From an optimization exercise on the open Yosys and OpenROAD flow, aimed at small area, a short achievable clock period and few clock cycles per item; shortcuts taken in it are not production practice. At most, simulation tests tie the RTL to the original design; equivalence was not proved. No activity file was given, so power comes from the tool's default toggle rates.

maple:
## mpuTop
module mpuTop
#(
    parameter logic [4-1:0] peNum = '0
) (
    input  wire                     clk,
    input  wire                     reset,
    input  wire [64-1:0]    MsgData,
    input  wire                     MsgEmpty,
    input  wire [288-1:0]   CacheReadData,
    input  wire [256-1:0]   ReadData,
    input  wire                     ReadReady,
    input  wire                     AvFull,
    output logic                    MsgRead,
    output logic [10-1:0] CacheAddr,
    output logic                    CacheWriteEn,
    output logic [288-1:0]  CacheWriteData,
    output logic                    StartRead,
    output logic [33-1:0]  ReadAddress,
    output logic                    AvWrite,
    output logic [33-1:0] AvData
);
    localparam int VW = mpuPkg::VREC_WIDTH;
    logic stAddr;     
    logic stLook;     
    logic stFetch;    
    logic stPush;     
    logic cmpSelR;    
    logic idle;
    mpuPkg::msgFieldsT msg;
    logic [10-1:0] idxReg;
    mpuPkg::cacheLineT cacheLine;
    logic                    hit;
    logic [256-1:0]  base;
    logic [256-1:0]  newData;
    logic [32-1:0] newValExt;
    logic [1:0]              updV;
    logic [1:0]              degNz;
    logic                    update;
    logic                    push;
    logic                    finish;      
    logic                    done;
    assign idle      = !(stAddr || stLook || stFetch || stPush);
    assign cacheLine = CacheReadData;
    assign hit       = cacheLine.valid && (cacheLine.tag == msg.tag);
  ...
==> flow/config.mk <==
export PLATFORM = sky130hd
export DESIGN_NAME = mpuTop
export DESIGN_NICKNAME = mpuTop
export VERILOG_FILES = /design/flow/design.v
export SDC_FILE = /design/flow/constraint.sdc
export NUM_CORES = 4
export LEC_CHECK = 0
export CAP_MARGIN = 20
export CORE_AREA = 8 8 212 212
export CTS_BUF_LIST = sky130_fd_sc_hd__clkbuf_8
export DIE_AREA = 0 0 220 220
export PLACE_DENSITY = 0.5
export SETUP_SLACK_MARGIN = 0.3
export SLEW_MARGIN = 20
export SYNTH_HIERARCHICAL = 1
export SYNTH_MINIMUM_KEEP_SIZE = 0
export BUFFER_PORTS_ARGS = -buffer_cell sky130_fd_sc_hd__buf_1
export PLACE_PINS_ARGS = -min_distance 1 -min_distance_in_tracks -exclude left:100-120
export PRE_IO_PLACEMENT_TCL = /design/flow/flow/pins.tcl
==> flow/constraint.sdc <==
create_clock -name core_clock -period 5.0 [get_ports {clk}]
set_input_delay 1.0000 -clock core_clock [delete_from_list [all_inputs] [get_ports {clk}]]
set_output_delay 1.0000 -clock core_clock [all_outputs]
set_load 0.01 [all_outputs]
standard.sh (not shown) runs the stock make flow with config.mk's settings and CLKGATE_MAP_FILE= SYNTH_SCRIPT=/design/flow/synth_recipe.tcl, a recipe that flattens the netlist after the stock synthesis.
==> flow/flow/run.sh <==
#!/bin/bash
set -euo pipefail
HERE=$(pwd)
cat >> config.mk <<EOC
export BUFFER_PORTS_ARGS = -buffer_cell sky130_fd_sc_hd__buf_1
export PLACE_PINS_ARGS = -min_distance 1 -min_distance_in_tracks -exclude left:100-120
export PRE_IO_PLACEMENT_TCL = $HERE/flow/pins.tcl
EOC
bash standard.sh > flow.log 2>&1
==> flow/flow/pins.tcl <==
# Clock pin in the middle of the left edge, alone in the excluded stretch
place_pin -pin_name clk -layer met3 -location {0 110} -pin_size {0.6 0.6} -force_to_die_boundary
maple ended with every stage complete and zero timing, DRC or antenna violations.
Testbench counts of maple, summed over its fixed seeds: cycles 9,769, items 2,400.
Changes in xenon relative to maple:
# maple
export LEC_CHECK = 0
export CAP_MARGIN = 20
export CORE_AREA = 8 8 212 212
export CTS_BUF_LIST = sky130_fd_sc_hd__clkbuf_8
export DIE_AREA = 0 0 220 220
export PLACE_DENSITY = 0.5
export SETUP_SLACK_MARGIN = 0.3
export SLEW_MARGIN = 20
export SYNTH_HIERARCHICAL = 1
export SYNTH_MINIMUM_KEEP_SIZE = 0
export BUFFER_PORTS_ARGS = -buffer_cell sky130_fd_sc_hd__buf_1
export PLACE_PINS_ARGS = -min_distance 1 -min_distance_in_tracks -exclude left:100-120
export PRE_IO_PLACEMENT_TCL = /design/flow/flow/pins.tcl
create_clock -name core_clock -period 5.0 [get_ports {clk}]
# xenon
export LEC_CHECK = 0
export CAP_MARGIN = 20
export CORE_AREA = 7 7 203 203
export CTS_BUF_LIST = sky130_fd_sc_hd__clkbuf_8
export DIE_AREA = 0 0 210 210
export PLACE_DENSITY = 0.55
export SETUP_SLACK_MARGIN = 0.3
export SLEW_MARGIN = 20
export SYNTH_HIERARCHICAL = 1
export SYNTH_MINIMUM_KEEP_SIZE = 0
export BUFFER_PORTS_ARGS = -buffer_cell sky130_fd_sc_hd__buf_1
export PLACE_PINS_ARGS = -min_distance 1 -min_distance_in_tracks -exclude left:95-115
export PRE_IO_PLACEMENT_TCL = /design/flow/flow/pins.tcl
create_clock -name core_clock -period 5.0 [get_ports {clk}]
==> flow/flow/run.sh <==
#!/bin/bash
set -euo pipefail
HERE=$(pwd)
cat >> config.mk <<EOC
export BUFFER_PORTS_ARGS = -buffer_cell sky130_fd_sc_hd__buf_1
export PLACE_PINS_ARGS = -min_distance 1 -min_distance_in_tracks -exclude left:95-115
export PRE_IO_PLACEMENT_TCL = $HERE/flow/pins.tcl
EOC
bash standard.sh > flow.log 2>&1
==> flow/flow/pins.tcl <==
# Clock pin in the middle of the left edge, alone in the excluded stretch
place_pin -pin_name clk -layer met3 -location {0 105} -pin_size {0.6 0.6} -force_to_die_boundary
==> comparison <==
Between xenon and maple, the total sequential power does not differ in any meaningful way.
Comparing maple and xenon, the lower path depth of the worst reg2reg path was measured on xenon.
The total power density per cell area number comes out lower for maple vs xenon.
Input-level comparison between cedar and xenon:
# xenon
export LEC_CHECK = 0
export CAP_MARGIN = 20
export CORE_AREA = 7 7 203 203
export CTS_BUF_LIST = sky130_fd_sc_hd__clkbuf_8
export DIE_AREA = 0 0 210 210
export PLACE_DENSITY = 0.55
export SETUP_SLACK_MARGIN = 0.3
export SLEW_MARGIN = 20
export SYNTH_HIERARCHICAL = 1
export SYNTH_MINIMUM_KEEP_SIZE = 0
export BUFFER_PORTS_ARGS = -buffer_cell sky130_fd_sc_hd__buf_1
export PLACE_PINS_ARGS = -min_distance 1 -min_distance_in_tracks -exclude left:95-115
export PRE_IO_PLACEMENT_TCL = /design/flow/flow/pins.tcl
create_clock -name core_clock -period 5.0 [get_ports {clk}]
# cedar
export LEC_CHECK = 0
export CAP_MARGIN = 20
export CORE_AREA = 7 7 203 203
export CTS_BUF_LIST = sky130_fd_sc_hd__clkbuf_8
export DIE_AREA = 0 0 210 210
export PLACE_DENSITY = 0.55
export SETUP_SLACK_MARGIN = 0.45
export SLEW_MARGIN = 20
export SYNTH_HIERARCHICAL = 1
export SYNTH_MINIMUM_KEEP_SIZE = 0
export BUFFER_PORTS_ARGS = -buffer_cell sky130_fd_sc_hd__buf_1
export PLACE_PINS_ARGS = -min_distance 1 -min_distance_in_tracks -exclude left:95-115
export PRE_IO_PLACEMENT_TCL = /design/flow/flow/pins.tcl
create_clock -name core_clock -period 5.0 [get_ports {clk}]
## What came out
Worst setup slack came out lower on cedar than on xenon.
Final clock period utilization by the worst path for cedar: 0.45 points up relative to xenon
Looking only at combinational fraction of design power, and setting everything else aside, the higher value of cedar and xenon goes to cedar.
Re routed length on met1: cedar is 1700 um up on xenon.
Taking xenon as the reference, in cedar signed area change from the synthesized netlist to the final layout went up 5.8 points; clock network fraction of total power now larger; cell area saw an increase; power density relative to cell area barely changed.
diff inputs: cedar => juniper
# cedar
export LEC_CHECK = 0
export CAP_MARGIN = 20
export CORE_AREA = 7 7 203 203
export CTS_BUF_LIST = sky130_fd_sc_hd__clkbuf_8
export DIE_AREA = 0 0 210 210
export PLACE_DENSITY = 0.55
export SETUP_SLACK_MARGIN = 0.45
export SLEW_MARGIN = 20
export SYNTH_HIERARCHICAL = 1
export SYNTH_MINIMUM_KEEP_SIZE = 0
export BUFFER_PORTS_ARGS = -buffer_cell sky130_fd_sc_hd__buf_1
export PLACE_PINS_ARGS = -min_distance 1 -min_distance_in_tracks -exclude left:95-115
export PRE_IO_PLACEMENT_TCL = /design/flow/flow/pins.tcl
create_clock -name core_clock -period 5.0 [get_ports {clk}]
# juniper
export LEC_CHECK = 0
export CAP_MARGIN = 20
export CORE_AREA = 7 7 203 203
export DIE_AREA = 0 0 210 210
export PLACE_DENSITY = 0.55
export SETUP_SLACK_MARGIN = 0.3
export SLEW_MARGIN = 20
export SYNTH_HIERARCHICAL = 1
export SYNTH_MINIMUM_KEEP_SIZE = 0
export BUFFER_PORTS_ARGS = -buffer_cell sky130_fd_sc_hd__buf_1
export PLACE_PINS_ARGS = -min_distance 1 -min_distance_in_tracks -exclude left:95-115
export PRE_IO_PLACEMENT_TCL = /design/flow/flow/pins.tcl
create_clock -name core_clock -period 5.0 [get_ports {clk}]
Findings:
From cedar to juniper the numbers moved as follows: power in the clock group shows an increase of 26%, part of the cycle the worst path needs shows an increase of 1.0 points, wire length shows a reduction of 3800 um, antenna diode count shows an increase of 15%. Going from cedar to juniper, length of routed met3 wiring rose about 2.5%; via count fell 261.


job 4501:
mpuTop, a different RTL version from the one above (not shown whole).
Size in the first run: ~1100 cells after synthesis, about 64 flip-flops, roughly 980 I/O pins.
Settings: LEC_CHECK=0, CAP_MARGIN=20, CORE_AREA=5 5 195 195, DIE_AREA=0 0 200 200, PLACE_DENSITY=0.6, SETUP_SLACK_MARGIN=0.5, SLEW_MARGIN=20, BUFFER_PORTS_ARGS=-buffer_cell sky130_fd_sc_hd__buf_1, PLACE_PINS_ARGS=-min_distance 1 -min_distance_in_tracks -exclude left:90-110, PRE_IO_PLACEMENT_TCL=/design/flow/flow/pins.tcl; clock period 5.0 ns.
==> flow/flow/run.sh <==
#!/bin/bash
set -euo pipefail
HERE=$(pwd)
cat >> config.mk <<EOC
export BUFFER_PORTS_ARGS = -buffer_cell sky130_fd_sc_hd__buf_1
export PLACE_PINS_ARGS = -min_distance 1 -min_distance_in_tracks -exclude left:90-110
export PRE_IO_PLACEMENT_TCL = $HERE/flow/pins.tcl
EOC
bash standard.sh > flow.log 2>&1
==> flow/flow/pins.tcl <==
# Clock pin in the middle of the left edge, alone in the excluded stretch
place_pin -pin_name clk -layer met3 -location {0 100} -pin_size {0.6 0.6} -force_to_die_boundary
Inputs modified between job 4501 and job 4143:
Settings: clearing SETUP_SLACK_MARGIN, which used to be 0.5.
==> results.txt <==
Every stage of the flow completed for job 4143, and the final layout passed the timing, design-rule and antenna checks.
As far as die height goes, job 4143 and job 4501 are indistinguishable; the numbers are identical.
Against job 4501 as the reference, job 4143 delivers a lower growth of design area from synthesis to finish.
Job 4143 against job 4501: non-clock buffer count decreased by about 3.3% relative to the old numbers, design area decreased by 1400 µm² relative to the old numbers.
Edits applied to the flow inputs when going from job 4143 to job 3906:
Settings: removing PLACE_PINS_ARGS (formerly -min_distance 1 -min_distance_in_tracks -exclude left:90-110); changing DIE_AREA from 0 0 200 200 to 0 0 340 340; changing PLACE_DENSITY from 0.6 to 0.5; removing PRE_IO_PLACEMENT_TCL (formerly /design/flow/flow/pins.tcl); changing CORE_AREA from 5 5 195 195 to 10 10 330 330.
==> flow/flow/run.sh <==
#!/bin/bash
set -euo pipefail
cat >> config.mk <<EOC
export BUFFER_PORTS_ARGS = -buffer_cell sky130_fd_sc_hd__buf_1
EOC
bash standard.sh > flow.log 2>&1
removed: flow/flow/pins.tcl
Summary of job 3906 over job 4143: overall power of the completed layout went up 12%; number of ports placed on the die boundary shows no meaningful change; average via count per standard cell decreased by about 26% relative to the old numbers; clock period minus worst slack lower.
Input changes introduced in job 7557 (baseline for comparison: job 3906):
Settings: DIE_AREA now 0 0 200 200, was 0 0 340 340; PRE_IO_PLACEMENT_TCL now /design/flow/flow/pins.tcl, previously not set; CORE_AREA now 5 5 195 195, was 10 10 330 330; PLACE_DENSITY now 0.6, was 0.5; SETUP_SLACK_MARGIN now 1.0, previously not set; PLACE_PINS_ARGS now -min_distance 1 -min_distance_in_tracks -exclude left:90-110, previously not set.
--- a/flow/flow/run.sh
+++ b/flow/flow/run.sh
@@ -2,0 +3 @@
+HERE=$(pwd)
@@ -4,0 +6,2 @@
+export PLACE_PINS_ARGS = -min_distance 1 -min_distance_in_tracks -exclude left:90-110
+export PRE_IO_PLACEMENT_TCL = $HERE/flow/pins.tcl
==> flow/flow/pins.tcl (new file) <==
# Clock pin in the middle of the left edge, alone in the excluded stretch
place_pin -pin_name clk -layer met3 -location {0 100} -pin_size {0.6 0.6} -force_to_die_boundary
==> results.txt <==
- Power consumption deteriorates in job 7557 relative to job 3906.
- Measured against job 3906, the met3 layer wire length in the routed design of job 7557 comes out at 0.80 times the reference value.
- For the iteration count of the initial detailed-routing pass, job 7557 came in 1 higher than job 3906 did.
No functional check of the RTL was part of any run of this note.

-- what the ideal ports hide --
How much do the figures lean on ideal ports? The routed layouts below were timed once more, with nothing changed but the port constraints. Step 1 assumes that a clkbuf_16 drives the clock port and a buf_2 every other input. Step 2 also shifts input and output timing later by t, the mid clock arrival at the registers, as if the neighbouring blocks saw the same clock. Three values: ideal, step 1, step 2; two values: the first two.
run	t, ns	setup slack, ns	worst hold slack (ns)	worst slew at a driven data input, ns
maple	0.405	0.490 / 0.439 / 0.439	0.504 / 0.504 / 0.504	0.16
xenon	0.416	0.507 / 0.463 / 0.463	0.504 / 0.504 / 0.504	0.19
cedar	0.428	0.484 / 0.444 / 0.444	0.509 / 0.509 / 0.509	0.20
juniper	0.392	0.434 / 0.375 / 0.375	0.499 / 0.499 / 0.499	0.20
job 4501	0.379	0.109 / 0.067 / 0.067	0.658 / 0.658 / 0.658	0.15
job 4143	0.374	0.084 / 0.051 / 0.051	0.646 / 0.646 / 0.646	0.15
job 3906	0.447	0.097 / 0.051 / 0.051	0.646 / 0.646 / 0.646	0.25
job 7557	0.386	0.115 / 0.061 / 0.061	0.652 / 0.652 / 0.652	0.21
After both steps setup and hold are still met in every run listed. For juniper, which loses most, drivers alone change the setup slack by -0.059 ns; drivers and shift together by -0.059 ns.
